Source: an optimization exercise on an open RTL-to-GDS flow (aim: small area, a short achievable clock period and few clock cycles per item). Production flows keep margins and buffers that such runs may drop.
At most, simulation tests tie the RTL to the original design; equivalence was not proved.
Function not checked in run 2: the RTL went through the layout flow alone.

==> run.sh <==
#!/bin/bash
# synth_recipe.tcl (not shown) runs the flow's synth.tcl, then flattens the netlist and writes it again
# the make line also repeats each setting of config.mk as NAME=value (left out here)
make -C /OpenROAD-flow-scripts/flow DESIGN_CONFIG=/design/flow/config.mk WORK_HOME=/design/flow/orfs CLKGATE_MAP_FILE= SYNTH_SCRIPT=/design/flow/synth_recipe.tcl finish
==> config.mk <==
export PLATFORM = sky130hd
export DESIGN_NAME = idct_stage1_top
export DESIGN_NICKNAME = idct_stage1_top
export VERILOG_FILES = /design/flow/design.v
export SDC_FILE = /design/flow/constraint.sdc
export NUM_CORES = 4
export LEC_CHECK = 0
export CAP_MARGIN = 20
export CORE_MARGIN = 2
export CORE_UTILIZATION = 40
export SLEW_MARGIN = 20
==> constraint.sdc <==
create_clock -name core_clock -period 12.0 [get_ports {CLOCK}]
set_input_delay 2.4000 -clock core_clock [delete_from_list [all_inputs] [get_ports {CLOCK}]]
set_output_delay 2.4000 -clock core_clock [all_outputs]
set_load 0.01 [all_outputs]
==> design.v <==
package dct_pkg;
    typedef logic signed [15:0] coef_t;
    typedef logic signed [15:0] sample_t;
    typedef logic signed [31:0] acc_t;
    localparam int PROD_SHIFT = 8;   
    function automatic coef_t dct_coef(input logic [2:0] k, input logic [2:0] j);
        case ({k, j})
            6'o00: dct_coef = 16'sd1448;
            6'o01: dct_coef = 16'sd2008;
            6'o02: dct_coef = 16'sd1892;
            6'o03: dct_coef = 16'sd1702;
            6'o04: dct_coef = 16'sd1448;
            6'o05: dct_coef = 16'sd1137;
            6'o06: dct_coef = 16'sd783;
            6'o07: dct_coef = 16'sd399;
            6'o10: dct_coef = 16'sd1448;
            6'o11: dct_coef = 16'sd1702;
            6'o12: dct_coef = 16'sd783;
            6'o13: dct_coef = -16'sd399;
            6'o14: dct_coef = -16'sd1448;
            6'o15: dct_coef = -16'sd2008;
            6'o16: dct_coef = -16'sd1892;
            6'o17: dct_coef = -16'sd1137;
            6'o20: dct_coef = 16'sd1448;
            6'o21: dct_coef = 16'sd1137;
            6'o22: dct_coef = -16'sd783;
            6'o23: dct_coef = -16'sd2008;
            6'o24: dct_coef = -16'sd1448;
            6'o25: dct_coef = 16'sd399;
            6'o26: dct_coef = 16'sd1892;
            6'o27: dct_coef = 16'sd1702;
            6'o30: dct_coef = 16'sd1448;
            6'o31: dct_coef = 16'sd399;
            6'o32: dct_coef = -16'sd1892;
            6'o33: dct_coef = -16'sd1137;
            6'o34: dct_coef = 16'sd1448;
            6'o35: dct_coef = 16'sd1702;
            6'o36: dct_coef = -16'sd783;
            6'o37: dct_coef = -16'sd2008;
            6'o40: dct_coef = 16'sd1448;
            6'o41: dct_coef = -16'sd399;
            6'o42: dct_coef = -16'sd1892;
            6'o43: dct_coef = 16'sd1137;
            6'o44: dct_coef = 16'sd1448;
            6'o45: dct_coef = -16'sd1702;
            6'o46: dct_coef = -16'sd783;
            6'o47: dct_coef = 16'sd2008;
            6'o50: dct_coef = 16'sd1448;
            6'o51: dct_coef = -16'sd1137;
            6'o52: dct_coef = -16'sd783;
            6'o53: dct_coef = 16'sd2008;
            6'o54: dct_coef = -16'sd1448;
            6'o55: dct_coef = -16'sd399;
            6'o56: dct_coef = 16'sd1892;
            6'o57: dct_coef = -16'sd1702;
            6'o60: dct_coef = 16'sd1448;
            6'o61: dct_coef = -16'sd1702;
            6'o62: dct_coef = 16'sd783;
            6'o63: dct_coef = 16'sd399;
            6'o64: dct_coef = -16'sd1448;
            6'o65: dct_coef = 16'sd2008;
            6'o66: dct_coef = -16'sd1892;
            6'o67: dct_coef = 16'sd1137;
            6'o70: dct_coef = 16'sd1448;
            6'o71: dct_coef = -16'sd2008;
            6'o72: dct_coef = 16'sd1892;
            6'o73: dct_coef = -16'sd1702;
            6'o74: dct_coef = 16'sd1448;
            6'o75: dct_coef = -16'sd1137;
            6'o76: dct_coef = 16'sd783;
            6'o77: dct_coef = -16'sd399;
            default: dct_coef = '0;
        endcase
    endfunction
    typedef enum logic [1:0] {
        XF_IDLE,
        XF_WAIT_BANK,    
        XF_MAC,
        XF_EMIT
    } xform_state_e;
    typedef enum logic [1:0] {
        FE_IDLE,
        FE_WAIT_BANK,    
        FE_READ,
        FE_DRAIN         
    } fetch_state_e;
endpackage
package sram_map_pkg;
    typedef logic [17:0] sram_addr_t;
    typedef logic [15:0] sram_data_t;
    localparam int BLOCK_DIM = 8;
    localparam int BLOCK_SIZE = 64;
    localparam int SRAM_READ_LATENCY = 2;    
    typedef logic [6:0] buf_addr_t;   
    function automatic sram_addr_t pixel_addr(input logic [31:0] width,
                                              input sram_addr_t prow,
                                              input sram_addr_t pcol);
        sram_addr_t addr;
        addr = pcol;
        for (int b = 0; b < 18; b++) begin
            if (width[b])
                addr = addr + (prow << b);
        end
        pixel_addr = addr;
    endfunction
endpackage
`timescale 1ns/1ps
module idct_stage1_top #(
    parameter int BLOCK_COLS = 40,
    parameter int BLOCK_ROWS = 30,
    parameter int RESULT_BASE = 76800
) (
    input  logic       CLOCK,
    input  logic       Resetn,
    input  logic       start,
    input  logic [15:0] sram_read_data,
    output logic [17:0] sram_address,
    output logic [15:0] sram_write_data,
    output logic       sram_we_n,
    output logic       busy,
    output logic       done
);
    localparam int NSEG = BLOCK_COLS * BLOCK_ROWS * 8;    
    localparam int RSEG_W = 14;
    localparam int WSEG_W = 15;
    localparam int WSEG0 = RESULT_BASE / 8 - 1;           
    logic [3:0] fc;                  
    logic [RSEG_W-1:0] rseg;         
    logic [WSEG_W-1:0] wseg;         
    logic wr_on;                     
    logic [3:0] fc_n;
    logic [2:0] kord;
    assign fc_n = fc + 4'd1;
    always_comb begin
        case (fc_n[2:0])
            3'd0: kord = 3'd0;
            3'd1: kord = 3'd1;
            3'd2: kord = 3'd3;
            3'd3: kord = 3'd2;
            3'd4: kord = 3'd7;
            3'd5: kord = 3'd6;
            3'd6: kord = 3'd4;
            default: kord = 3'd5;
        endcase
    end
    always_ff @(posedge CLOCK or negedge Resetn) begin
        if (!Resetn) begin
            busy <= 1'b0;
            done <= 1'b0;
            sram_we_n <= 1'b1;
        end else begin
            done <= 1'b0;
            sram_we_n <= 1'b1;
            if (!busy) begin
                if (start)
                    busy <= 1'b1;
            end else begin
                sram_we_n <= !(fc_n[3] && wr_on);
                if (fc == 4'd14 && rseg == RSEG_W'(NSEG + 1)) begin
                    busy <= 1'b0;
                    done <= 1'b1;
                end
            end
        end
    end
    always_ff @(posedge CLOCK) begin
        if (!busy) begin
            fc <= 4'd0;
            rseg <= '0;
            wseg <= WSEG_W'(WSEG0);
            wr_on <= 1'b0;
            sram_address <= '0;
        end else begin
            fc <= fc_n;
            if (fc == 4'd7)
                rseg <= rseg + 1'b1;
            if (fc == 4'd15) begin
                wseg <= wseg + 1'b1;
                wr_on <= 1'b1;
            end
            if (fc_n[3])
                sram_address <= {wseg, fc_n[2:0]};
            else
                sram_address <= {1'b0, rseg, kord};
        end
    end
    logic signed [15:0] s_in, s_d1, s_d2;
    logic s_vld;
    assign s_vld = (fc >= 4'd2) && (fc <= 4'd9);
    always_ff @(posedge CLOCK) begin
        s_in <= s_vld ? sram_read_data : 16'd0;
        s_d1 <= s_in;
        s_d2 <= s_d1;
    end
    logic signed [17:0] s3;
    logic signed [18:0] s5, s7;
    logic signed [19:0] s9, s15;
    logic signed [24:0] p399;
    logic signed [25:0] p783, p851;
    logic signed [26:0] p1137;
    logic signed [23:0] p251, p181;
    logic signed [24:0] p473;
    logic signed [15:0] s;
    assign s = s_d2;
    assign s3  = (18'(s) <<< 1) + 18'(s);
    assign s5  = (19'(s) <<< 2) + 19'(s);
    assign s7  = (19'(s) <<< 3) - 19'(s);
    assign s9  = (20'(s) <<< 3) + 20'(s);
    assign s15 = (20'(s) <<< 4) - 20'(s);
    assign p399  = (25'(s3) <<< 7) + 25'(s15);
    assign p783  = (26'(s3) <<< 8) + 26'(s15);
    assign p1137 = (27'(s9) <<< 7) - 27'(s15);
    assign p251  = (24'(s) <<< 8) - 24'(s5);
    assign p473  = (25'(s15) <<< 5) - 25'(s7);
    assign p181  = (24'(s15) <<< 4) - (24'(s15) <<< 2) + 24'(s);
    assign p851  = (26'(s3) <<< 8) + (26'(s5) <<< 4) + 26'(s3);
    logic signed [18:0] f1448, f2008, f1892, f1702, f1137, f783, f399;
    logic z5, z6, z7, z8;        
    always_ff @(posedge CLOCK) begin
        f1448 <= 19'(p181 >>> 5);
        f2008 <= 19'(p251 >>> 5);
        f1892 <= 19'(p473 >>> 6);
        f1702 <= 19'(p851 >>> 7);
        f1137 <= 19'(p1137 >>> 8);
        f783  <= 19'(p783 >>> 8);
        f399  <= 19'(p399 >>> 8);
        z5 <= (s[4:0] == 5'd0);
        z6 <= (s[5:0] == 6'd0);
        z7 <= (s[6:0] == 7'd0);
        z8 <= (s[7:0] == 8'd0);
    end
    logic clr;
    logic [7:0] neg;             
    assign clr = (fc == 4'd6);
    always_comb begin
        case (fc)
            4'd7:  neg = 8'b01101011;
            4'd8:  neg = 8'b00111010;
            4'd9:  neg = 8'b01011000;
            4'd10: neg = 8'b00001111;
            4'd11: neg = 8'b01100100;
            4'd12: neg = 8'b00110101;
            4'd13: neg = 8'b01010111;
            default: neg = 8'b00000000;
        endcase
    end
    logic signed [21:0] rz, ry, re, rf, ra, rb, rc, rd;
    function automatic logic signed [21:0] acc_step(input logic signed [21:0] prev,
                                                    input logic keep,
                                                    input logic signed [18:0] f,
                                                    input logic n,
                                                    input logic z);
        logic [22:0] t;
        t = {(keep ? prev : 22'd0), 1'b1} + {(22'(f) ^ {22{n}}), n & z};
        acc_step = t[22:1];
    endfunction
    always_ff @(posedge CLOCK) begin
        rz <= acc_step(rz, !clr, f1448, neg[7], z5);
        ry <= acc_step(ry, !clr, f1448, neg[6], z5);
        re <= acc_step(rf, !clr, f1892, neg[5], z6);
        rf <= acc_step(re, !clr, f783,  neg[4], z8);
        ra <= acc_step(rc, !clr, f2008, neg[3], z5);
        rb <= acc_step(ra, !clr, f1702, neg[2], z7);
        rc <= acc_step(rd, !clr, f1137, neg[1], z8);
        rd <= acc_step(rb, !clr, f399,  neg[0], z8);
    end
    logic [17:0] ch [8];
    function automatic logic [17:0] pack(input logic signed [21:0] v);
        pack = {v[21], (v[21:15] != {7{v[21]}}), v[15:0]};
    endfunction
    always_ff @(posedge CLOCK) begin
        if (clr) begin
            ch[0] <= pack(rz);
            ch[1] <= pack(rc);
            ch[2] <= pack(rf);
            ch[3] <= pack(ra);
            ch[4] <= pack(ry);
            ch[5] <= pack(rd);
            ch[6] <= pack(re);
            ch[7] <= pack(rb);
        end else begin
            for (int e = 0; e < 7; e++)
                ch[e] <= ch[e+1];
            ch[7] <= ch[7];
        end
        sram_write_data <= ch[0][16] ? {ch[0][17], {15{!ch[0][17]}}} : ch[0][15:0];
    end
endmodule
==> results.json, run 1 <==
{
  "path_clk_slew_ns": 0.06,
  "initial_utilization": 0.405,
  "place.gp.congestion": 0.875,
  "period_share": 0.538,
  "tightest_slew_ns": 1.04,
  "clock_latency_ns": 0.63,
  "reg2reg_to": "f1702[18]",
  "routed_wl_um": 93600,
  "finalMaxSlewViolations": 0,
  "root_buffer": "clkbuf_16",
  "synth_edf_count": 18,
  "post_cts_buffers": 0,
  "grt_max_degree": 210,
  "ios": 56,
  "vias": 27200,
  "antenna_found_initial": 8,
  "crit-reg2reg-launch": "s_d2[3]",
  "hold_path.class": "reg -> reg",
  "dr.pass1.iters": 6,
  "dp.cells": 5070,
  "htreeDepth": 3,
  "synth_nets": 4381,
  "r2r_slack_ns": 5.55,
  "crit_fanout": 13,
  "highest_layer": "met5",
  "instances_no_fill": 5191,
  "setup_tns_ns": 0,
  "worst_ep_arrival_time_ns": 6.91,
  "skew_ns": 0.0371,
  "synthArstFlopShare": 0.00524,
  "required_ns": 12.46,
  "crit_type": "reg -> reg",
  "maxSlewHeadroom": 0.306,
  "cts_resized": 0,
  "dp_slack_ns": 5.68,
  "start_kind": "register",
  "syn_area_per_cell_sq_um": 8.75,
  "grt.total_usage": 0.208,
  "core_area_sq_um": 85400,
  "rows": 107,
  "first_iter_violations": 1640,
  "first_global_vias": 26200,
  "syn_area_sq_um": 34600,
  "port_buffers": 55,
  "synthFlopType": "dfxtp_1",
  "setup_viol": 0,
  "numClockSinks": 573,
  "detail_route.wirelength.met1_um": 45900,
  "viasPerCell": 5.23,
  "place_hpwl_um": 73800,
  "area_growth_syn_to_layout_pct": 11.6,
  "fin_ws_ns": 5.55,
  "cts_tree": "yes",
  "crit_path_end_kind": "register",
  "layout-drive-gt1-share": 0.0450,
  "ys_types": 99,
  "timing.hold.ws_ns": 0.320,
  "status": "complete, no violations",
  "wl_per_cell_um": 18.0,
  "ant_nets": 0,
  "fin_nets": 4427,
  "hold_end": "s_d1[3]",
  "fp.dieW_um": 298,
  "holdCritStartpoint": "s_in[3]",
  "rsz0062_at_grt": "false",
  "dieArea_sq_um": 88800,
  "cts_buffers": 66,
  "grt_pass1_wl_um": 145000,
  "fin_crit_ns": 6.45,
  "dieHeight_um": 298,
  "grt_overflow_total": 0,
  "syn_inst": 3949,
  "fmax_mhz": 155,
  "fin_util": 0.452,
  "holdPathStages": 0,
  "ctsHoldBuffers": 0,
  "wl_met3_um": 5510,
  "route.detailed.drc": 0,
  "synth-seq-area-share": 0.338,
  "ys_seq_elements": 573,
  "clock_path_buffers": 3,
  "wl_met2_um": 39700,
  "finalHoldViolCount": 0,
  "ys.warnings.count": 2,
  "drv_cap": 0,
  "ff2ff_path_depth": 26
}
## placed cells by master (no fill, tap or decap), drive strengths merged, types with 18 or more instances in the layout
cell	n
and2	218
nand3	85
and3	41
inv	196
edfxtp	18
o21bai	45
xnor2	333
a21oi	229
or3	26
nand2	560
nor2b	39
clkdlybuf4s50	55
a21o	104
nor3	83
buf	22
nand4	28
fa	43
nor4	21
dfxtp	552
clkbuf	95
nand2b	41
a21boi	29
nor2	190
ha	370
a211oi	28
o21ai	145
o21a	32
a31oi	27
xor2	174
clkinv	18
## layer usage
| layer | vias to the layer above | GRT usage |
|---|---|---|
| met5 | - | 0 |
| met4 | 2 | 0.0592 |
| met3 | 144 | 0.0389 |
| met2 | 647 | 0.320 |
| met1 | 12700 | 0.296 |
| li1 | 13600 | - |
## registers in the layout, summed over array words and instances, names as in the netlist, 19 cells and up
name and cells:
ch 144, f1137 19, f1448 19, f1702 19, f1892 19, f2008 19
ra 22, rb 22, rc 22, rd 22, re 22, rf 22
ry 22, rz 22
## final cells by class
| cell class | instances | area (sq um) |
|---|---|---|
| fill | 8450 | 46800 |
| multi-input combinational | 3082 | 21800 |
| sequential | 573 | 11700 |
| clock buffer | 95 | 1980 |
| tap | 1144 | 1430 |
| timing repair buffer | 77 | 736 |
| inverter | 195 | 734 |
| clock inverter | 23 | 204 |
| antenna | 2 | 5.00 |
## stage by stage
stage,cell area [sq um]
after floorplan,34600
after global placement,36400
after detailed placement,36400
after CTS,38600
after global routing,38600
final,38600
## cells in the mapped netlist (all sizes together) (13+ instances only)
cell,count,share of area
nand2,560,0.061
dfxtp,552,0.32
ha,370,0.13
xnor2,333,0.085
a21oi,229,0.033
and2,218,0.039
inv,193,0.021
nor2,190,0.021
xor2,174,0.044
o21ai,145,0.021
a21o,104,0.023
clkbuf,86,0.0093
nand3,85,0.012
nor3,83,0.012
o21bai,45,0.0098
fa,43,0.025
and3,41,0.0074
nand2b,41,0.0074
nor2b,39,0.0071
o21a,32,0.0069
a21boi,29,0.0063
a211oi,28,0.0062
nand4,28,0.0051
a31oi,27,0.0049
or3,26,0.0049
nor4,21,0.0038
edfxtp,18,0.016
o211ai,15,0.0033
o31ai,14,0.0037
buf,13,0.0021
## worst max path at each step
stage	startpoint	endpoint	slack, ns	cells after the start
floorplan	s_d2[1]	f1702[18]	6.54	26
global placement	s_d2[3]	f1702[18]	5.74	26
detailed placement	s_d2[3]	f1702[18]	5.68	26
CTS	s_d2[3]	f1702[18]	5.65	26
global route	s_d2[3]	f1702[18]	5.01	26
finish	s_d2[3]	f1702[18]	5.55	26
## critical path: stages, from the launching register on
cell      delay (ns)
dfxtp_1         0.70
inv_1           0.28
ha_1            0.39
nor2b_1         0.15
o21ai_0         0.21
a21boi_1        0.12
o21a_1          0.19
o41ai_1         0.46
nor2b_1         0.09
o21ai_0         0.18
nand2b_1        0.10
a21o_1          0.20
a21o_1          0.23
a211oi_1        0.58
fa_1            0.53
ha_1            0.35
nand4_1         0.13
nor2_1          0.06
nor2_1          0.09
nand2_1         0.08
nor3_1          0.13
nand3_1         0.16
and3_1          0.23
o31ai_1         0.28
xor2_1          0.18
nor2_1          0.07
xnor2_1         0.12
## cell families after synthesis
| logic type | after synthesis | synth area share |
|---|---|---|
| compound gates | 786 | 0.151 |
| xor+xnor | 507 | 0.129 |
| mux | 4 | 0.00119 |
| fa+ha+maj | 415 | 0.159 |
| flops | 573 | 0.338 |
| buf+inv | 294 | 0.0326 |
| simple gates | 1370 | 0.190 |
Testbench counts, summed over its fixed seeds: cycles 614,468, pictures 4.
==> run 2, diff against run 1 <==
--- a/design.v
+++ b/design.v
@@ -186,3 +186,3 @@
     end
-    logic signed [15:0] s_in, s_d1, s_d2;
+    logic signed [15:0] s_in, s_d1;
     logic s_vld;
@@ -192,7 +192,18 @@
         s_d1 <= s_in;
-        s_d2 <= s_d1;
-    end
-    logic signed [17:0] s3;
-    logic signed [18:0] s5, s7;
-    logic signed [19:0] s9, s15;
+    end
+    logic signed [15:0] q1;
+    logic signed [17:0] q3;
+    logic signed [18:0] q5;
+    logic signed [19:0] q15;
+    logic qz5, qz6, qz7, qz8;    
+    always_ff @(posedge CLOCK) begin
+        q1  <= s_d1;
+        q3  <= (18'(s_d1) <<< 1) + 18'(s_d1);
+        q5  <= (19'(s_d1) <<< 2) + 19'(s_d1);
+        q15 <= (20'(s_d1) <<< 4) - 20'(s_d1);
+        qz5 <= (s_d1[4:0] == 5'd0);
+        qz6 <= (s_d1[5:0] == 6'd0);
+        qz7 <= (s_d1[6:0] == 7'd0);
+        qz8 <= (s_d1[7:0] == 8'd0);
+    end
     logic signed [24:0] p399;
@@ -202,18 +213,13 @@
     logic signed [24:0] p473;
-    logic signed [15:0] s;
-    assign s = s_d2;
-    assign s3  = (18'(s) <<< 1) + 18'(s);
-    assign s5  = (19'(s) <<< 2) + 19'(s);
-    assign s7  = (19'(s) <<< 3) - 19'(s);
-    assign s9  = (20'(s) <<< 3) + 20'(s);
-    assign s15 = (20'(s) <<< 4) - 20'(s);
-    assign p399  = (25'(s3) <<< 7) + 25'(s15);
-    assign p783  = (26'(s3) <<< 8) + 26'(s15);
-    assign p1137 = (27'(s9) <<< 7) - 27'(s15);
-    assign p251  = (24'(s) <<< 8) - 24'(s5);
-    assign p473  = (25'(s15) <<< 5) - 25'(s7);
-    assign p181  = (24'(s15) <<< 4) - (24'(s15) <<< 2) + 24'(s);
-    assign p851  = (26'(s3) <<< 8) + (26'(s5) <<< 4) + 26'(s3);
-    logic signed [18:0] f1448, f2008, f1892, f1702, f1137, f783, f399;
-    logic z5, z6, z7, z8;        
+    assign p399  = (25'(q3) <<< 7) + 25'(q15);
+    assign p783  = (26'(q3) <<< 8) + 26'(q15);
+    assign p1137 = (27'(q1) <<< 10) + (27'(q1) <<< 7) - 27'(q15);
+    assign p251  = (24'(q1) <<< 8) - 24'(q5);
+    assign p473  = (25'(q15) <<< 5) - (25'(q1) <<< 3) + 25'(q1);
+    assign p181  = (24'(q15) <<< 4) - (24'(q15) <<< 2) + 24'(q1);
+    assign p851  = (26'(q3) <<< 8) + (26'(q5) <<< 4) + 26'(q3);
+    logic signed [18:0] f1448, f2008, f1892, f1702, f1137;
+    logic signed [17:0] f783;
+    logic signed [16:0] f399;
+    logic z5, z6, z7, z8;
     always_ff @(posedge CLOCK) begin
@@ -224,8 +230,8 @@
         f1137 <= 19'(p1137 >>> 8);
-        f783  <= 19'(p783 >>> 8);
-        f399  <= 19'(p399 >>> 8);
-        z5 <= (s[4:0] == 5'd0);
-        z6 <= (s[5:0] == 6'd0);
-        z7 <= (s[6:0] == 7'd0);
-        z8 <= (s[7:0] == 8'd0);
+        f783  <= 18'(p783 >>> 8);
+        f399  <= 17'(p399 >>> 8);
+        z5 <= qz5;
+        z6 <= qz6;
+        z7 <= qz7;
+        z8 <= qz8;
     end
@@ -233,14 +239,18 @@
     logic [7:0] neg;             
-    assign clr = (fc == 4'd6);
+    logic [7:0] neg_n;
     always_comb begin
         case (fc)
-            4'd7:  neg = 8'b01101011;
-            4'd8:  neg = 8'b00111010;
-            4'd9:  neg = 8'b01011000;
-            4'd10: neg = 8'b00001111;
-            4'd11: neg = 8'b01100100;
-            4'd12: neg = 8'b00110101;
-            4'd13: neg = 8'b01010111;
-            default: neg = 8'b00000000;
+            4'd6:  neg_n = 8'b01101011;
+            4'd7:  neg_n = 8'b00111010;
+            4'd8:  neg_n = 8'b01011000;
+            4'd9:  neg_n = 8'b00001111;
+            4'd10: neg_n = 8'b01100100;
+            4'd11: neg_n = 8'b00110101;
+            4'd12: neg_n = 8'b01010111;
+            default: neg_n = 8'b00000000;
         endcase
+    end
+    always_ff @(posedge CLOCK) begin
+        neg <= neg_n;
+        clr <= (fc == 4'd5);
     end
@@ -260,3 +270,3 @@
         re <= acc_step(rf, !clr, f1892, neg[5], z6);
-        rf <= acc_step(re, !clr, f783,  neg[4], z8);
+        rf <= acc_step(re, !clr, 19'(f783), neg[4], z8);
         ra <= acc_step(rc, !clr, f2008, neg[3], z5);
@@ -264,3 +274,3 @@
         rc <= acc_step(rd, !clr, f1137, neg[1], z8);
-        rd <= acc_step(rb, !clr, f399,  neg[0], z8);
+        rd <= acc_step(rb, !clr, 19'(f399), neg[0], z8);
     end
==> run 2 against run 1 <==
  * Global-route usage down 1.6 points
  * Sequential cell count up 62
  * Worst setup slack better by 1.3 ns
  * Core utilization up 0.21 points
  * Worst hold slack about the same
  * Non-clock buffer count down 5
  * Routed wire length down 6.0%
  * Sequential share of layout area up 2.0 points
  * First-iteration DRC count down 5.8%
  * Via count down 5.2%
==> results.json, run 2 <==
{
  "drv_cap": 0,
  "tightest_slew_ns": 1.13,
  "diodes": 0,
  "finalHoldViolCount": 0,
  "synth_edf_count": 18,
  "rows": 109,
  "cts_resized": 0,
  "start_kind": "register",
  "first_global_vias": 24900,
  "clock_latency_ns": 0.64,
  "setup_tns_ns": 0,
  "dieHeight_um": 302,
  "synthArstFlopShare": 0.00472,
  "synth-seq-area-share": 0.363,
  "synth_nets": 4176,
  "htreeDepth": 3,
  "instances_no_fill": 5010,
  "cts_tree": "yes",
  "initial_utilization": 0.403,
  "synth_common_cells": "dfxtp_1 (614), ha_1 (370), inv_1 (251)",
  "fin_nets": 4247,
  "fin_crit_ns": 5.12,
  "dieArea_sq_um": 91300,
  "vias": 25700,
  "ios": 56,
  "ys_seq_elements": 635,
  "yosysTopAreaCellShare": 0.346,
  "ys_types": 76,
  "root_buffer": "clkbuf_16",
  "n_fill_cell": 8402,
  "crit_path_end_kind": "register",
  "viasPerCell": 5.14,
  "antenna_found_initial": 6,
  "yosys-top-cells-area": "dfxtp_1 (35%), ha_1 (13%), xnor2_1 (5.8%), xor2_1 (5.3%), fa_1 (4.1%)",
  "core_area_sq_um": 88200,
  "place.gp.congestion": 0.899,
  "maxSlewHeadroom": 0.235,
  "yosysTopAreaCell": "dfxtp_1",
  "clock_path_buffers": 3,
  "status": "complete, no violations",
  "syn_area_per_cell_sq_um": 9.57,
  "worst_ep_arrival_time_ns": 5.64,
  "syn_area_sq_um": 35600,
  "synth_most_common_cell": "dfxtp_1",
  "post_cts_buffers": 0,
  "area_growth_syn_to_layout_pct": 12.6,
  "ctsHoldBuffers": 0,
  "skew_ns": 0.0293,
  "ys.warnings.count": 2,
  "numClockSinks": 635,
  "route.detailed.drc": 0,
  "grt_pass1_wl_um": 136000,
  "setup_viol": 0,
  "period_share": 0.427,
  "required_ns": 12.52,
  "rsz0062_at_grt": "false",
  "syn_inst": 3714,
  "fp.dieW_um": 302,
  "largest_register_ffs": 144,
  "port_buffers": 55,
  "ant_nets": 0,
  "finalMaxSlewViolations": 0,
  "cts_buffers": 73,
  "crit_fanout": 67,
  "grt.total_usage": 0.192,
  "synthFlopType": "dfxtp_1",
  "grt_overflow_total": 0,
  "hold_path.class": "reg -> reg",
  "grt_max_degree": 86,
  "layout-drive-gt1-share": 0.0798,
  "routed_wl_um": 88000,
  "dr.pass1.iters": 5,
  "first_iter_violations": 1545,
  "mostFrequentLayoutCells": "dfxtp_1 (611), ha_1 (370), inv_1 (251)",
  "path_clk_slew_ns": 0.06,
  "place_hpwl_um": 68900,
  "fmax_mhz": 195,
  "crit_type": "reg -> reg",
  "dp.cells": 4875,
  "wl_per_cell_um": 17.6,
  "top_register": "ch",
  "mostFrequentLayoutCell": "dfxtp_1"
}
run 2: layer usage:
layer / share of wire / global-route usage
met1: 0.49 / 0.275
met3: 0.047 / 0.0259
met4: 0.024 / 0.0537
met2: 0.43 / 0.303
met5: 0 / 0
run 2: path summary, 6_finish.rpt:
check / from / end / cells after the start / slack, ns
worst max-delay path: clr / ra[19] / 13 / 6.88
worst min-delay path: s_in[12] / s_d1[12] / 0 / 0.32
worst max register to register: clr / ra[19] / 13 / 6.88
worst min register to register: s_in[12] / s_d1[12] / 0 / 0.32
max in group asynchronous: Resetn / sram_we_n / 1 / 9.84
min in group asynchronous: Resetn / done / 1 / 1.94
run 2: worst max-delay path, stage by stage, from the launching register on:
cell	delay, ns
dfxtp_4	0.81
buf_4	0.61
buf_4	0.70
buf_4	0.70
nor2b_1	0.12
ha_1	0.36
a21oi_1	0.27
nand2_1	0.09
o221ai_1	0.26
o21ai_0	0.28
a21o_1	0.24
a21oi_1	0.21
o21ai_0	0.13
xor2_1	0.15
run 2: layout make-up:
class	count	area, sq um	area share
multi-input combinational	2751	21400	0.535
tap	1165	1460	0.0364
sequential	635	12900	0.323
inverter	252	946	0.0236
clock buffer	97	2140	0.0535
clock inverter	38	479	0.0120
timing repair buffer	72	678	0.0169
run 2: logic make-up after synthesis:
logic type / count (synthesis) / share of synthesized area
buffers and inverters: 328 / 0.0347
flip-flops: 635 / 0.363
XOR/XNOR: 450 / 0.111
AO/OA/AOI/OAI: 790 / 0.142
adder cells (fa/ha/maj): 443 / 0.171
AND/OR/NAND/NOR: 943 / 0.139
multiplexers: 125 / 0.0394
run 2: through the flow:
stage                     hold WS [ns]  utilization  setup slack, ns  instance area [sq um]
after global placement           0.311        0.424             6.84                  37400
after detailed placement         0.312        0.424             6.85                  37400
after floorplan                  0.310            -             8.09                  35600
final                            0.320        0.454             6.88                  40000
after CTS                        0.324        0.454             6.81                  40000
after global routing             0.329        0.454             6.44                  40000
==> run 3, diff against run 2 <==
--- a/design.v
+++ b/design.v
@@ -145,2 +145,4 @@
     end
+    logic we;                        
+    assign sram_we_n = !we;
     always_ff @(posedge CLOCK or negedge Resetn) begin
@@ -149,6 +151,6 @@
             done <= 1'b0;
-            sram_we_n <= 1'b1;
+            we <= 1'b0;
         end else begin
             done <= 1'b0;
-            sram_we_n <= 1'b1;
+            we <= 1'b0;
             if (!busy) begin
@@ -157,3 +159,3 @@
             end else begin
-                sram_we_n <= !(fc_n[3] && wr_on);
+                we <= fc_n[3] && wr_on;
                 if (fc == 4'd14 && rseg == RSEG_W'(NSEG + 1)) begin
@@ -237,5 +239,5 @@
     end
-    logic clr;
-    logic [7:0] neg;             
-    logic [7:0] neg_n;
+    logic ld;                    
+    logic [7:0] neg_n, pos_n;    
+    logic [7:0] neg, pos;
     always_comb begin
@@ -251,2 +253,3 @@
         endcase
+        pos_n = (fc == 4'd5) ? 8'b00000000 : ~neg_n;
     end
@@ -254,3 +257,4 @@
         neg <= neg_n;
-        clr <= (fc == 4'd5);
+        pos <= pos_n;
+        ld <= (fc == 4'd5);
     end
@@ -258,8 +262,8 @@
     function automatic logic signed [21:0] acc_step(input logic signed [21:0] prev,
-                                                    input logic keep,
-                                                    input logic signed [18:0] f,
+                                                    input logic p,
                                                     input logic n,
+                                                    input logic signed [18:0] f,
                                                     input logic z);
         logic [22:0] t;
-        t = {(keep ? prev : 22'd0), 1'b1} + {(22'(f) ^ {22{n}}), n & z};
+        t = {(prev & {22{p | n}}), 1'b1} + {(22'(f) ^ {22{n}}), n & z};
         acc_step = t[22:1];
@@ -267,17 +271,17 @@
     always_ff @(posedge CLOCK) begin
-        rz <= acc_step(rz, !clr, f1448, neg[7], z5);
-        ry <= acc_step(ry, !clr, f1448, neg[6], z5);
-        re <= acc_step(rf, !clr, f1892, neg[5], z6);
-        rf <= acc_step(re, !clr, 19'(f783), neg[4], z8);
-        ra <= acc_step(rc, !clr, f2008, neg[3], z5);
-        rb <= acc_step(ra, !clr, f1702, neg[2], z7);
-        rc <= acc_step(rd, !clr, f1137, neg[1], z8);
-        rd <= acc_step(rb, !clr, 19'(f399), neg[0], z8);
-    end
-    logic [17:0] ch [8];
-    function automatic logic [17:0] pack(input logic signed [21:0] v);
-        pack = {v[21], (v[21:15] != {7{v[21]}}), v[15:0]};
+        rz <= acc_step(rz, pos[7], neg[7], f1448, z5);
+        ry <= acc_step(ry, pos[6], neg[6], f1448, z5);
+        re <= acc_step(rf, pos[5], neg[5], f1892, z6);
+        rf <= acc_step(re, pos[4], neg[4], 19'(f783), z8);
+        ra <= acc_step(rc, pos[3], neg[3], f2008, z5);
+        rb <= acc_step(ra, pos[2], neg[2], f1702, z7);
+        rc <= acc_step(rd, pos[1], neg[1], f1137, z8);
+        rd <= acc_step(rb, pos[0], neg[0], 19'(f399), z8);
+    end
+    logic [16:0] ch [8];
+    function automatic logic [16:0] pack(input logic signed [21:0] v);
+        pack = {v[21], (v[21:15] != {7{v[21]}}), v[14:0]};
     endfunction
     always_ff @(posedge CLOCK) begin
-        if (clr) begin
+        if (ld) begin
             ch[0] <= pack(rz);
@@ -295,3 +299,3 @@
         end
-        sram_write_data <= ch[0][16] ? {ch[0][17], {15{!ch[0][17]}}} : ch[0][15:0];
+        sram_write_data <= {ch[0][16], ch[0][15] ? {15{!ch[0][16]}} : ch[0][14:0]};
     end
--- a/config.mk
+++ b/config.mk
@@ -7,5 +7,5 @@
 export LEC_CHECK = 0
-export CAP_MARGIN = 20
+export CAP_MARGIN = 60
 export CORE_MARGIN = 2
-export CORE_UTILIZATION = 40
-export SLEW_MARGIN = 20
+export CORE_UTILIZATION = 60
+export SLEW_MARGIN = 60
==> run 3 against run 2 <==
  * Critical endpoint is now sram_we_n
  * Core utilization grew 22 points
  * Sequential share of layout area grew 0.28 points
  * Highest routed layer is now met5
==> results.json, run 3 <==
{
  "synth-compound-area-share": 0.146,
  "syn_area_sq_um": 35800,
  "synth_common_cells": "dfxtp_1 (615), ha_1 (370), inv_1 (260)",
  "routed_wl_um": 102000,
  "status": "complete, no violations",
  "layout-drive-gt1-share": 0.0852,
  "finalMaxSlewViolations": 0,
  "yosys.area_share.simple": 0.143,
  "clock_path_buffers": 3,
  "crit-reg2reg-launch": "q15[0]",
  "ant_nets": 0,
  "ctsHoldBuffers": 0,
  "grt_overflow_total": 0,
  "setup_tns_ns": 0,
  "cts_buffers": 69,
  "port_buffers": 55,
  "clock_latency_ns": 0.62,
  "synth_edf_count": 17,
  "path_clk_slew_ns": 0.06,
  "worst_ep_arrival_time_ns": 1.54,
  "yosysTopAreaCellShare": 0.344,
  "numClockSinks": 635,
  "synthArstFlopShare": 0.00472,
  "yosys-top-cells-area": "dfxtp_1 (34%), ha_1 (13%), xnor2_1 (5.5%), xor2_1 (5.2%), fa_1 (4.1%)",
  "viasPerCell": 5.88,
  "tightest_slew_ns": 0.656,
  "ys.warnings.count": 2,
  "first_global_vias": 26800,
  "fp.dieW_um": 248,
  "synth_top_family_by_area": "adder cells",
  "grt.total_usage": 0.330,
  "fmax_mhz": 254,
  "area_growth_syn_to_layout_pct": 10.9,
  "crit_path_end_kind": "output pin",
  "top_register": "ch",
  "n_fill_cell": 4616,
  "grt_max_degree": 72,
  "start_kind": "register",
  "fin_nets": 4304,
  "ys_seq_elements": 635,
  "synthFlopType": "dfxtp_1",
  "core_area_sq_um": 59000,
  "hold_path.class": "reg -> reg",
  "multiInputGateArea_sq_um": 21700,
  "post_cts_buffers": 0,
  "route.detailed.drc": 0,
  "cp-startpoint": "we",
  "timing.hold.ws_ns": 0.325,
  "yosys.area_share.xor_xnor": 0.107,
  "synth_nets": 4239,
  "place_hpwl_um": 81500,
  "wl_met2_um": 45200,
  "synth-adder-area-share": 0.170,
  "htreeDepth": 3,
  "required_ns": 9.60,
  "drv_cap": 0,
  "ys_types": 86,
  "first_iter_violations": 1769,
  "synth_most_common_cell": "dfxtp_1",
  "finalHoldViolCount": 0,
  "synth_mux_area_frac": 0.0358,
  "wl_per_cell_um": 21.8,
  "fin_crit_ns": 3.94,
  "final-seq-area_sq_um": 12900,
  "root_buffer": "clkbuf_16",
  "grt_pass1_wl_um": 154000,
  "mostFrequentLayoutCells": "dfxtp_1 (605), ha_1 (370), inv_1 (260)",
  "crit_fanout": 1,
  "cts_tree": "yes",
  "synth-seq-area-share": 0.360,
  "detail_route.wirelength.met1_um": 44000,
  "vias": 27500,
  "holdCritStartpoint": "s_in[13]",
  "yosysTopAreaCell": "dfxtp_1",
  "rows": 89,
  "wl_met3_um": 7520,
  "setup_viol": 0,
  "period_share": 0.328,
  "largest_register_ffs": 136,
  "place.gp.congestion": 0.986,
  "rsz0062_at_grt": "false",
  "dieArea_sq_um": 61600,
  "crit_type": "reg -> out",
  "maxSlewHeadroom": 0.561,
  "r2r_slack_ns": 8.19,
  "cts_resized": 0,
  "initial_utilization": 0.606,
  "skew_ns": 0.0177,
  "ios": 56,
  "dieHeight_um": 248,
  "mostFrequentLayoutCell": "dfxtp_1",
  "dr.pass1.iters": 5,
  "highest_layer": "met5",
  "antenna_found_initial": 12,
  "syn_inst": 3777,
  "syn_area_per_cell_sq_um": 9.47
}
run 3: cell types whose count changed after synthesis, sizes merged, moves of 13 or more:
| cell | change |
|---|---|
| a211oi | +23 |
| xnor2 | -13 |
| and2 | +16 |
| nor2b | -29 |
| nor2 | +58 |
| a21o | -22 |
run 3: area by class of cell:
cell class / count / area share
flip-flops and latches: 635 / 0.325
well taps: 773 / 0.0244
clock inverters: 37 / 0.0107
diodes: 5 / 0.000315
inverters: 261 / 0.0247
clock buffers: 89 / 0.0485
multi-input cells: 2793 / 0.546
repair buffers: 82 / 0.0204
run 3: per-stage QoR:
step | cell area [sq um] | utilization | std cells | worst slack, ns
after global routing | 39700 | 0.672 | 4670 | 7.95
after CTS | 39600 | 0.671 | 4669 | 8.03
after global placement | 37100 | 0.629 | 4540 | 8.33
after detailed placement | 37300 | 0.631 | 4543 | 8.24
final | 39700 | 0.673 | 4675 | 8.06
after floorplan | 35800 | - | 3777 | 8.19
run 3: per-layer routing:
layer  vias up  GRT usage
li1      13200          -
met1     13100      0.435
met2       916      0.520
met3       219     0.0611
met4         2      0.163
met5         -          0
run 3: worst paths after layout:
kind / to / depth (start not counted)
setup / recovery: sram_we_n / 2
max in group asynchronous: busy / 1
setup reg to reg: f1702[18] / 13
hold / removal: s_d1[13] / 0
hold reg to reg: s_d1[13] / 0
min in group asynchronous: done / 1
run 3: kinds of logic (layout without fill, tap and decap cells):
group                      count (synthesis)  after routing
xor gates and xnor gates                 437            437
DFF                                      635            635
and+or+nand+nor                         1001           1001
adders and majority gates                443            443
muxes                                    114            114
AOI/OAI and AO/OA                        798            798
other                                      0              5
buffers and inverters                    349            469
run 3: worst max-delay path, cell delays in order, from the launching register on:
cell	delay, ns
dfrtp_1	0.35
inv_1	0.05
clkdlybuf4s50_1	0.53
Testbench counts of run 3, summed over its fixed seeds: cycles 614,468, pictures 4.
==> run 4, diff against run 3 <==
--- a/config.mk
+++ b/config.mk
@@ -7,5 +7,5 @@
 export LEC_CHECK = 0
-export CAP_MARGIN = 60
+export CAP_MARGIN = 20
 export CORE_MARGIN = 2
-export CORE_UTILIZATION = 60
-export SLEW_MARGIN = 60
+export CORE_UTILIZATION = 40
+export SLEW_MARGIN = 20
==> run 4 against run 3 <==
  * Still clean
  * Sequential cell count unchanged
  * Non-clock buffer count decreased by 4
  * Core utilization decreased by 22 points
  * Critical path depth unchanged
  * Synthesized cell count unchanged
==> results.json, run 4 <==
{
  "first_global_vias": 25500,
  "grt_pass1_wl_um": 146000,
  "yosys.area_share.xor_xnor": 0.107,
  "grt_max_degree": 63,
  "mostFrequentLayoutCell": "dfxtp_1",
  "clock_path_buffers": 3,
  "core_area_sq_um": 88500,
  "synthFlopType": "dfxtp_1",
  "maxSlewHeadroom": 0.380,
  "clock_latency_ns": 0.65,
  "drv_cap": 0,
  "skew_ns": 0.0410,
  "syn_area_per_cell_sq_um": 9.47,
  "fin_nets": 4304,
  "tightest_slew_ns": 0.930,
  "status": "complete, no violations",
  "route.detailed.drc": 0,
  "slowest_delay_ns": 0.52,
  "rsz0062_at_grt": "false",
  "crit_type": "reg -> out",
  "slowest_stage": "clkdlybuf4s50_1",
  "r2r_slack_ns": 8.21,
  "synth-seq-area-share": 0.360,
  "place_hpwl_um": 77200,
  "period_share": 0.330,
  "synth_edf_count": 17,
  "synth_mux_area_frac": 0.0358,
  "port_buffers": 55,
  "cts_resized": 0,
  "post_cts_buffers": 0,
  "first_iter_violations": 1538,
  "path_cells": "inv_1, clkdlybuf4s50_1",
  "multiInputGateArea_sq_um": 21600,
  "mostFrequentLayoutCells": "dfxtp_1 (614), ha_1 (370), inv_1 (260)",
  "ff2ff_path_depth": 14,
  "crit_fanout": 1,
  "critPathCapture": "sram_we_n",
  "n_fill_cell": 8432,
  "setup_viol": 0,
  "initial_utilization": 0.404,
  "reg2reg_to": "rc[21]",
  "dieHeight_um": 303,
  "fp.dieW_um": 303,
  "viasPerCell": 5.18,
  "ctsHoldBuffers": 0,
  "cp-startpoint": "we",
  "setup_tns_ns": 0,
  "ios": 56,
  "vias": 26300,
  "routed_wl_um": 95600,
  "place.gp.congestion": 0.939,
  "largest_register_ffs": 136,
  "required_ns": 9.60,
  "worst_ep_arrival_time_ns": 1.55,
  "ys_types": 86,
  "cpLargestDelayFamily": "buffers and inverters",
  "ys.warnings.count": 2,
  "fmax_mhz": 253,
  "ys_seq_elements": 635,
  "dr.pass1.iters": 5,
  "crit-reg2reg-launch": "neg[1]",
  "path_clk_slew_ns": 0.06,
  "synthArstFlopShare": 0.00472,
  "layout-drive-gt1-share": 0.0810,
  "start_kind": "register",
  "crit_path_end_kind": "output pin",
  "synth_top_family_by_area": "adder cells",
  "finalHoldViolCount": 0,
  "hold_path.class": "reg -> reg",
  "dp_slack_ns": 8.22,
  "synth_common_cells": "dfxtp_1 (615), ha_1 (370), inv_1 (260)",
  "syn_area_sq_um": 35800,
  "cts_buffers": 73,
  "dpl_cell_area_sq_um": 37600,
  "cp_num_cells": 2,
  "area_growth_syn_to_layout_pct": 12.3,
  "yosysTopAreaCellShare": 0.344,
  "syn_inst": 3777,
  "rows": 109,
  "grt_overflow_total": 0,
  "antenna_found_initial": 9,
  "grt.total_usage": 0.208,
  "synth-adder-area-share": 0.170,
  "numClockSinks": 635,
  "root_buffer": "clkbuf_16",
  "synth_nets": 4239,
  "fin_crit_ns": 3.95,
  "synth_most_common_cell": "dfxtp_1",
  "fin_ws_ns": 8.05,
  "htreeDepth": 3,
  "dieArea_sq_um": 91900,
  "synth-compound-area-share": 0.146,
  "top_register": "ch",
  "finish.instance_area_sq_um": 40200,
  "yosys.area_share.simple": 0.143,
  "cp.buffers_inverters": 2,
  "final-seq-area_sq_um": 12900,
  "finalMaxSlewViolations": 0,
  "cts_tree": "yes",
  "ant_nets": 0,
  "wl_per_cell_um": 18.9,
  "yosysTopAreaCell": "dfxtp_1",
  "yosys-top-cells-area": "dfxtp_1 (34%), ha_1 (13%), xnor2_1 (5.5%), xor2_1 (5.2%), fa_1 (4.1%)"
}
-- run 4: cell counts after synthesis --
Identical to the previous run, type by type.
-- run 4: final cells by class --
class / instances / area share
Antenna cell: 3 / 0.000187
Clock buffer: 100 / 0.0525
Clock inverter: 34 / 0.0106
Inverter: 261 / 0.0244
Multi-Input combinational cell: 2793 / 0.537
Sequential cell: 635 / 0.321
Tap cell: 1165 / 0.0363
Timing Repair Buffer: 78 / 0.0180
-- run 4: kinds of logic (layout without fill, tap and decap cells) --
logic type,Yosys count,count (layout)
flip-flops,635,635
other,0,3
AND/OR/NAND/NOR,1001,1001
buffers and inverters,349,473
XOR/XNOR,437,437
multiplexers,114,114
AO/OA/AOI/OAI,798,798
adder cells (fa/ha/maj),443,443
-- run 4: stage by stage --
stage	util	cells	hold WS, ns
final	0.454	5069	0.316
after global routing	0.454	5066	0.318
after floorplan	-	3777	0.310
after global placement	0.425	4932	0.311
after detailed placement	0.425	4932	0.314
after CTS	0.454	5066	0.314
-- run 4: worst min path at each step --
stage,cells after the start,endpoint,startpoint
3_3_place_gp,0,s_d1[14],s_in[14]
4_1_cts,0,s_d1[11],s_in[11]
5_1_grt,0,s_d1[11],s_in[11]
6_report,0,s_d1[11],s_in[11]
3_5_place_dp,0,s_d1[12],s_in[12]
2_1_floorplan,0,s_d1[0],s_in[0]
-- run 4: per-layer routing --
layer / share of wire / vias to the layer above / GRT usage
met4: 0.025 / 0 / 0.0598
met3: 0.048 / 118 / 0.0281
met1: 0.47 / 12400 / 0.285
met2: 0.46 / 541 / 0.343
li1: - / 13200 / -
met5: 0 / - / 0
==> run 5, diff against run 4 <==
--- a/config.mk
+++ b/config.mk
@@ -10,2 +10,4 @@
 export CORE_UTILIZATION = 40
+export CTS_CLUSTER_DIAMETER = 120
+export CTS_CLUSTER_SIZE = 24
 export SLEW_MARGIN = 20
==> run 5 against run 4 <==
  * Die area is the same
  * Synthesized cell count is the same
  * Sequential share of layout area grew 1.3 points
  * Core utilization shrank 1.7 points
  * Worst hold slack gained 0.0047 ns
  * Cell area shrank 3.8%
  * Area after synthesis is the same
  * Worst setup slack gained 0.030 ns
  * Highest routed layer unchanged
==> results.json, run 5 <==
{
  "core_area_sq_um": 88500,
  "ys.warnings.count": 2,
  "htreeDepth": 2,
  "vias": 25800,
  "finalMaxSlewViolations": 0,
  "ctsHoldBuffers": 0,
  "ff2ff_path_depth": 13,
  "clock_path_buffers": 3,
  "dieArea_sq_um": 91900,
  "syn_area_sq_um": 35800,
  "fin_ws_ns": 8.08,
  "slowest_delay_ns": 0.52,
  "mostFrequentLayoutCells": "dfxtp_1 (614), ha_1 (370), inv_1 (260)",
  "n_fill_cell": 8579,
  "holdCritStartpoint": "s_in[6]",
  "place.gp.congestion": 0.939,
  "holdPathStages": 0,
  "fp.dieW_um": 303,
  "dr.pass1.iters": 5,
  "fmax_mhz": 255,
  "status": "complete, no violations",
  "dp_slack_ns": 8.22,
  "yosys-top-cells-area": "dfxtp_1 (34%), ha_1 (13%), xnor2_1 (5.5%), xor2_1 (5.2%), fa_1 (4.1%)",
  "synth_most_common_cell": "dfxtp_1",
  "synth-seq-area-share": 0.360,
  "period_share": 0.327,
  "yosysTopAreaCellShare": 0.344,
  "initial_utilization": 0.404,
  "path_clk_slew_ns": 0.09,
  "path_cells": "inv_1, clkdlybuf4s50_1",
  "ant_nets": 0,
  "synth_common_cells": "dfxtp_1 (615), ha_1 (370), inv_1 (260)",
  "cts_buffers": 34,
  "layout-drive-gt1-share": 0.0616,
  "reg2reg_to": "f1702[18]",
  "yosysTopAreaCell": "dfxtp_1",
  "place_hpwl_um": 77200,
  "post_cts_buffers": 0,
  "skew_ns": 0.0404,
  "cp.buffers_inverters": 2,
  "grt_max_degree": 63,
  "first_global_vias": 25100,
  "drv_cap": 0,
  "start_kind": "register",
  "final-seq-area_sq_um": 12900,
  "port_buffers": 55,
  "setup_tns_ns": 0,
  "multiInputGateArea_sq_um": 21600,
  "antenna_found_initial": 8,
  "ios": 56,
  "top_register": "ch",
  "setup_viol": 0,
  "clock_latency_ns": 0.60,
  "fin_nets": 4265,
  "finalHoldViolCount": 0,
  "diodes": 0,
  "crit_type": "reg -> out",
  "r2r_slack_ns": 8.22,
  "cpLargestDelayFamily": "buffers and inverters",
  "fin_crit_ns": 3.92,
  "numClockSinks": 635,
  "dieHeight_um": 303,
  "ys_types": 86,
  "syn_inst": 3777,
  "grt_overflow_total": 0,
  "cts_tree": "yes",
  "root_buffer": "clkbuf_16",
  "first_iter_violations": 1485,
  "hold_path.class": "reg -> reg",
  "maxSlewHeadroom": 0.404,
  "area_growth_syn_to_layout_pct": 7.99,
  "syn_area_per_cell_sq_um": 9.47,
  "slowest_stage": "clkdlybuf4s50_1",
  "crit_path_end_kind": "output pin",
  "worst_ep_arrival_time_ns": 1.52,
  "grt.total_usage": 0.206,
  "largest_register_ffs": 136,
  "crit-reg2reg-launch": "q15[0]",
  "synth_nets": 4239,
  "required_ns": 9.60,
  "grt_pass1_wl_um": 145000,
  "cts_resized": 0,
  "hold_end": "s_d1[6]",
  "rsz0062_at_grt": "false",
  "synthArstFlopShare": 0.00472,
  "viasPerCell": 5.18,
  "tightest_slew_ns": 0.895,
  "routed_wl_um": 94100,
  "synthFlopType": "dfxtp_1",
  "synth_edf_count": 17,
  "mostFrequentLayoutCell": "dfxtp_1",
  "ys_seq_elements": 635,
  "wl_per_cell_um": 18.9,
  "route.detailed.drc": 0,
  "crit_fanout": 1,
  "rows": 109
}
-- run 5: changes by cell type in the layout (fill, tap and decap cells not counted) --
cell,previous run,this run
bufinv_16,4,0
clkbuf_1,10,7
clkbuf_16,74,34
clkbuf_8,16,1
clkinv_16,4,1
clkinv_2,18,0
clkinv_8,2,1
clkinvlp_4,3,0
diode_2,3,0
inv_12,0,1
inv_16,1,0
inv_6,0,3
-- run 5: worst max path at each step --
stage | slack (ns) | to | depth (start not counted) | from
finish | 8.08 | sram_we_n | 2 | we
global route | 7.99 | sram_we_n | 2 | we
CTS | 8.03 | sram_we_n | 2 | we
detailed placement | 8.22 | rc[21] | 14 | neg[1]
global placement | 8.26 | f1702[18] | 13 | q15[0]
floorplan | 8.19 | f1448[15] | 12 | q1[15]
-- run 5: layout make-up --
| cell class | count | share of cell area |
|---|---|---|
| Multi-Input combinational cell | 2793 | 0.558 |
| Sequential cell | 635 | 0.334 |
| Clock buffer | 42 | 0.0231 |
| Tap cell | 1165 | 0.0377 |
| Clock inverter | 8 | 0.00282 |
| Timing Repair Buffer | 78 | 0.0187 |
| Inverter | 261 | 0.0254 |
-- run 5: cell families after synthesis --
| kind of cell | Yosys count | synth area share |
|---|---|---|
| xor+xnor | 437 | 0.107 |
| buf+inv | 349 | 0.0367 |
| flops | 635 | 0.360 |
| mux | 114 | 0.0358 |
| compound gates | 798 | 0.146 |
| simple gates | 1001 | 0.143 |
| fa+ha+maj | 443 | 0.170 |
-- run 5: stage by stage --
stage / cell area [sq um] / utilization / hold WS (ns) / cells
floorplan: 35800 / - / 0.310 / 3777
global placement: 37600 / 0.425 / 0.311 / 4932
detailed placement: 37600 / 0.425 / 0.314 / 4932
CTS: 38600 / 0.436 / 0.334 / 4982
global route: 38600 / 0.437 / 0.339 / 4982
finish: 38600 / 0.437 / 0.320 / 4982
-- run 5: routing by layer --
| metal | wire length (um) | track usage | part of all wire |
|---|---|---|---|
| met5 | 0 | 0 | 0 |
| met4 | 2410 | 0.0561 | 0.026 |
| met1 | 44800 | 0.286 | 0.48 |
| met2 | 43100 | 0.340 | 0.46 |
| met3 | 3840 | 0.0206 | 0.041 |
-- run 5: worst register-to-register path, delay by kind of cell (launching register included) --
family                     cells  cell delay (ns)
and+or+nand+nor                2             0.30
DFF                            1             0.65
xor gates and xnor gates       1             0.13
buffers and inverters          2             0.26
adders and majority gates      2             0.73
AOI/OAI and AO/OA              6             1.62
==> run 6, diff against run 5 <==
--- a/config.mk
+++ b/config.mk
@@ -10,4 +10,4 @@
 export CORE_UTILIZATION = 40
-export CTS_CLUSTER_DIAMETER = 120
-export CTS_CLUSTER_SIZE = 24
+export CTS_CLUSTER_DIAMETER = 150
+export CTS_CLUSTER_SIZE = 30
 export SLEW_MARGIN = 20
==> run 6 against run 5 <==
  * Sequential cell count is the same
  * Sequential share of layout area grew 0.26 points
  * Critical path depth is the same
  * Global-route usage shrank 0.29 points
  * Core utilization shrank 0.34 points
  * Highest routed layer is now met5
==> results.json, run 6 <==
{
  "dpl_cell_area_sq_um": 37600,
  "status": "complete, no violations",
  "path_cells": "inv_1, clkdlybuf4s50_1",
  "tightest_slew_ns": 0.909,
  "wl_per_cell_um": 18.9,
  "required_ns": 9.60,
  "crit_path_end_kind": "output pin",
  "grt_max_degree": 63,
  "slowest_delay_ns": 0.52,
  "dieHeight_um": 303,
  "ios": 56,
  "ys.warnings.count": 2,
  "top_register": "ch",
  "maxSlewHeadroom": 0.394,
  "period_share": 0.330,
  "finish.instance_area_sq_um": 38300,
  "place_hpwl_um": 77200,
  "finalHoldViolCount": 0,
  "dieArea_sq_um": 91900,
  "synth-seq-area-share": 0.360,
  "hold_path.class": "reg -> reg",
  "fmax_mhz": 253,
  "yosysTopAreaCellShare": 0.344,
  "syn_area_sq_um": 35800,
  "skew_ns": 0.0209,
  "crit_type": "reg -> out",
  "rsz0062_at_grt": "false",
  "syn_inst": 3777,
  "core_area_sq_um": 88500,
  "finalMaxSlewViolations": 0,
  "mostFrequentLayoutCells": "dfxtp_1 (614), ha_1 (370), inv_1 (260)",
  "holdCritStartpoint": "s_in[6]",
  "syn_area_per_cell_sq_um": 9.47,
  "setup_viol": 0,
  "rows": 109,
  "fin_crit_ns": 3.96,
  "synthArstFlopShare": 0.00472,
  "largest_register_ffs": 136,
  "area_growth_syn_to_layout_pct": 7.14,
  "clock_latency_ns": 0.62,
  "cts_tree": "yes",
  "routed_wl_um": 93700,
  "antenna_found_initial": 12,
  "worst_ep_arrival_time_ns": 1.56,
  "numClockSinks": 635,
  "vias": 25800,
  "start_kind": "register",
  "ctsHoldBuffers": 0,
  "clock_path_buffers": 3,
  "grt.total_usage": 0.203,
  "first_iter_violations": 1595,
  "dp_slack_ns": 8.22,
  "dr.pass1.iters": 5,
  "place.gp.congestion": 0.939,
  "yosysTopAreaCell": "dfxtp_1",
  "fp.dieW_um": 303,
  "yosys-top-cells-area": "dfxtp_1 (34%), ha_1 (13%), xnor2_1 (5.5%), xor2_1 (5.2%), fa_1 (4.1%)",
  "grt_pass1_wl_um": 143000,
  "fin_nets": 4256,
  "port_buffers": 55,
  "first_global_vias": 24900,
  "ant_nets": 0,
  "synthFlopType": "dfxtp_1",
  "htreeDepth": 1,
  "grt_overflow_total": 0,
  "slowest_stage": "clkdlybuf4s50_1",
  "diodes": 0,
  "reg2reg_to": "f1702[18]",
  "fin_ws_ns": 8.04,
  "post_cts_buffers": 0,
  "crit-reg2reg-launch": "q15[0]",
  "hold_end": "s_d1[6]",
  "ys_types": 86,
  "root_buffer": "clkbuf_16",
  "synth_most_common_cell": "dfxtp_1",
  "setup_tns_ns": 0,
  "path_clk_slew_ns": 0.12,
  "r2r_slack_ns": 8.23,
  "route.detailed.drc": 0,
  "layout-drive-gt1-share": 0.0578,
  "mostFrequentLayoutCell": "dfxtp_1",
  "timing.hold.ws_ns": 0.336,
  "cts_resized": 0,
  "initial_utilization": 0.404,
  "synth_common_cells": "dfxtp_1 (615), ha_1 (370), inv_1 (260)",
  "ys_seq_elements": 635,
  "drv_cap": 0,
  "holdPathStages": 0,
  "viasPerCell": 5.19,
  "ff2ff_path_depth": 13,
  "synth_nets": 4239,
  "cts_buffers": 25,
  "crit_fanout": 1,
  "synth_edf_count": 17
}
[run 6: cell counts after synthesis]
No cell type changed its count.
[run 6: kinds of logic after synthesis]
family | share of synthesized area
and+or+nand+nor | 0.143
AOI/OAI and AO/OA | 0.146
DFF | 0.360
adders and majority gates | 0.170
xor gates and xnor gates | 0.107
buffers and inverters | 0.0367
muxes | 0.0358
[run 6: worst max-delay path by stage]
| stage | cells after the start | endpoint | startpoint |
|---|---|---|---|
| after CTS | 2 | sram_we_n | we |
| after global placement | 13 | f1702[18] | q15[0] |
| final | 2 | sram_we_n | we |
| after floorplan | 12 | f1448[15] | q1[15] |
| after global routing | 2 | sram_we_n | we |
| after detailed placement | 14 | rc[21] | neg[1] |
[run 6: layout make-up]
class,count,area [sq um]
clock buffer,33,656
clock inverter,3,41.3
fill,8588,50200
inverter,261,980
multi-input combinational,2793,21600
sequential,635,12900
tap,1165,1460
timing repair buffer,78,723
[run 6: critical path: cells and delay by family, from the launching register on]
| kind | cells | cell delay (ns) |
|---|---|---|
| buffers and inverters | 2 | 0.57 |
| DFF | 1 | 0.38 |
[run 6: metrics by stage]
stage                     cells   util
final                      4968  0.433
after global routing       4968  0.433
after CTS                  4968  0.433
after detailed placement   4932  0.425
after global placement     4932  0.425
after floorplan            3777      -
[run 6: metal layers]
layer | GRT usage | part of all wire | routed length [um]
met5 | 0 | 0.00013 | 12
met4 | 0.0585 | 0.032 | 2970
met3 | 0.0190 | 0.044 | 4100
met2 | 0.333 | 0.45 | 42300
met1 | 0.283 | 0.47 | 44400
==> run 7, diff against run 6 <==
==> flow/run.sh (new file) <==
#!/bin/bash
set -euo pipefail
export BUFFER_PORTS_ARGS="-buffer_cell sky130_fd_sc_hd__buf_4"
bash standard.sh > standard.log 2>&1
==> standard.sh (new file) <==
#!/bin/bash
# synth_recipe.tcl (not shown) runs the flow's synth.tcl, then flattens the netlist and writes it again
# the make line also repeats each setting of config.mk as NAME=value (left out here)
make -C /OpenROAD-flow-scripts/flow DESIGN_CONFIG=/design/flow/config.mk WORK_HOME=/design/flow/orfs CLKGATE_MAP_FILE= SYNTH_SCRIPT=/design/flow/synth_recipe.tcl "${@:-finish}"
removed: run.sh
==> run 7 against run 6 <==
  * Core utilization decreased by 0.16 points
  * Sequential share of layout area increased by 0.13 points
  * Area after synthesis unchanged
  * Die area unchanged
  * Largest cell class unchanged
  * Still clean
  * Global-route usage decreased by 0.21 points
  * Cell count unchanged
==> results.json, run 7 <==
{
  "slowest_delay_ns": 0.66,
  "ys_types": 86,
  "instances_no_fill": 4968,
  "diodes": 0,
  "ios": 56,
  "synth_nets": 4239,
  "rsz0062_at_grt": "false",
  "holdCritStartpoint": "s_in[10]",
  "route.detailed.drc": 0,
  "tightest_slew_ns": 0.889,
  "synth-seq-area-share": 0.360,
  "wl_per_cell_um": 18.8,
  "crit_fanout": 11,
  "syn_area_per_cell_sq_um": 9.47,
  "ctsHoldBuffers": 0,
  "area_growth_syn_to_layout_pct": 6.74,
  "required_ns": 12.44,
  "holdPathStages": 0,
  "grt_overflow_total": 0,
  "synthArstFlopShare": 0.00472,
  "rows": 109,
  "ant_nets": 0,
  "reg2reg_to": "f1702[18]",
  "top_register": "ch",
  "core_area_sq_um": 88500,
  "largest_register_ffs": 136,
  "mostFrequentLayoutCells": "dfxtp_1 (614), ha_1 (370), inv_1 (260)",
  "cp.buffers_inverters": 2,
  "finalHoldViolCount": 0,
  "fp.dieW_um": 303,
  "cp_num_cells": 13,
  "cpLargestDelayFamily": "compound AO/OA/AOI/OAI gates",
  "crit-reg2reg-launch": "q15[0]",
  "place_hpwl_um": 76900,
  "viasPerCell": 5.22,
  "path_clk_slew_ns": 0.12,
  "fin_nets": 4255,
  "start_kind": "register",
  "drv_cap": 0,
  "skew_ns": 0.0370,
  "root_buffer": "clkbuf_16",
  "fin_crit_ns": 3.84,
  "hold_path.class": "reg -> reg",
  "syn_inst": 3777,
  "dieArea_sq_um": 91900,
  "finalMaxSlewViolations": 0,
  "slowest_stage": "dfxtp_1",
  "ys_seq_elements": 635,
  "layout-drive-gt1-share": 0.0720,
  "yosys-top-cells-area": "dfxtp_1 (34%), ha_1 (13%), xnor2_1 (5.5%), xor2_1 (5.2%), fa_1 (4.1%)",
  "htreeDepth": 1,
  "first_iter_violations": 1367,
  "routed_wl_um": 93400,
  "ys.warnings.count": 2,
  "port_buffers": 55,
  "post_cts_buffers": 0,
  "ff2ff_path_depth": 13,
  "status": "complete, no violations",
  "numClockSinks": 635,
  "first_global_vias": 24600,
  "cp_common_cell": "inv_1",
  "syn_area_sq_um": 35800,
  "vias": 25900,
  "period_share": 0.320,
  "fmax_mhz": 261,
  "crit_type": "reg -> reg",
  "synth_common_cells": "dfxtp_1 (615), ha_1 (370), inv_1 (260)",
  "initial_utilization": 0.404,
  "dp.cells": 4931,
  "setup_tns_ns": 0,
  "dr.pass1.iters": 5,
  "dieHeight_um": 303,
  "clock_path_buffers": 3,
  "crit_path_end_kind": "register",
  "worst_ep_arrival_time_ns": 4.28,
  "cts_buffers": 25,
  "hold_end": "s_d1[10]",
  "path_cells": "inv_1, fa_1, inv_1, ha_1, o21a_1, o221a_2, a31o_1, a221oi_4, o21a_2, nor2_1, o31a_1, a21oi_1, xnor2_1",
  "synth_edf_count": 17,
  "cts_tree": "yes",
  "grt_pass1_wl_um": 142000,
  "maxSlewHeadroom": 0.407,
  "timing.hold.ws_ns": 0.326,
  "grt.total_usage": 0.201,
  "clock_latency_ns": 0.62,
  "synth_most_common_cell": "dfxtp_1",
  "place.gp.congestion": 0.922,
  "antenna_found_initial": 6,
  "yosysTopAreaCellShare": 0.344,
  "synthFlopType": "dfxtp_1",
  "setup_viol": 0,
  "yosysTopAreaCell": "dfxtp_1",
  "r2r_slack_ns": 8.16,
  "grt_max_degree": 63,
  "cts_resized": 0,
  "mostFrequentLayoutCell": "dfxtp_1"
}
## run 7: stage by stage
step | util | area [sq um] | setup slack (ns)
4_1_cts | 0.431 | 38200 | 8.12
5_1_grt | 0.431 | 38200 | 7.88
3_3_place_gp | 0.424 | 37500 | 8.22
2_1_floorplan | - | 35800 | 8.19
6_report | 0.431 | 38200 | 8.16
3_5_place_dp | 0.424 | 37500 | 8.17
## run 7: layer usage
layer	track usage	vias to the layer above	routed length, um
li1	-	13100	-
met1	0.284	12300	44900
met2	0.335	489	42800
met3	0.0163	79	3690
met4	0.0415	0	1970
met5	0	-	0
## run 7: worst reg2reg max path: stages, from the launching register on
cell	delay (ns)
dfxtp_1	0.66
inv_1	0.21
fa_1	0.53
inv_1	0.05
ha_1	0.32
o21a_1	0.12
o221a_2	0.30
a31o_1	0.31
a221oi_4	0.40
o21a_2	0.21
nor2_1	0.06
o31a_1	0.27
a21oi_1	0.17
xnor2_1	0.08
## run 7: logic make-up (layout without fill, tap and decap cells)
| family | count (synthesis) | after routing | synth area share |
|---|---|---|---|
| DFF | 635 | 635 | 0.360 |
| xor gates and xnor gates | 437 | 437 | 0.107 |
| adders and majority gates | 443 | 443 | 0.170 |
| muxes | 114 | 114 | 0.0358 |
| AOI/OAI and AO/OA | 798 | 798 | 0.146 |
| buffers and inverters | 349 | 375 | 0.0367 |
| and+or+nand+nor | 1001 | 1001 | 0.143 |
## run 7: layout make-up
class | count | area (sq um)
fillers | 8568 | 50300
multi-input cells | 2793 | 21600
flip-flops and latches | 635 | 12900
well taps | 1165 | 1460
inverters | 261 | 980
clock buffers | 34 | 659
repair buffers | 77 | 578
clock inverters | 3 | 37.5
## run 7: how the worst max path moves through the flow
stage	start	slack, ns	to
floorplan	q1[15]	8.19	f1448[15]
global placement	q1[15]	8.22	f1448[17]
detailed placement	q15[0]	8.17	f1702[18]
CTS	q15[0]	8.12	f1702[18]
global route	q1[15]	7.88	f1448[17]
finish	q15[0]	8.16	f1702[18]

## re-timing with driven ports
Ports are ideal in the flow. The routed layouts listed here were re-timed in OpenROAD.
Step 1 sets driving cells, clkbuf_16 on the clock port and buf_2 on the other inputs (assumed; they add their load-dependent delay and slew).
Step 2, shift: input delay + t, output delay - t, t = (earliest + latest rising clock arrival at the registers) / 2. This alone moves slack from input paths to output paths.
Three values: ideal, step 1, step 2; two values: the first two.
run	shift t [ns]	setup WS [ns]	worst setup path at the end	latest minus earliest clock arrival (ns)
run 1	0.675	5.550 / 5.550 / 5.550	register to register	0.037 / 0.037
run 2	0.694	6.877 / 6.877 / 6.877	register to register	0.030 / 0.030
run 3	0.670	8.064 / 8.003 / 8.191	register to register	0.020 / 0.020
run 4	0.697	8.045 / 7.979 / 8.214	register to register	0.044 / 0.044
run 5	0.653	8.076 / 8.008 / 8.218	register to register	0.043 / 0.043
run 6	0.675	8.044 / 7.978 / 8.227	register to register	0.022 / 0.023
run 7	0.665	8.163 / 8.163 / 8.163	register to register	0.045 / 0.045
After both steps every run listed still meets setup and hold.
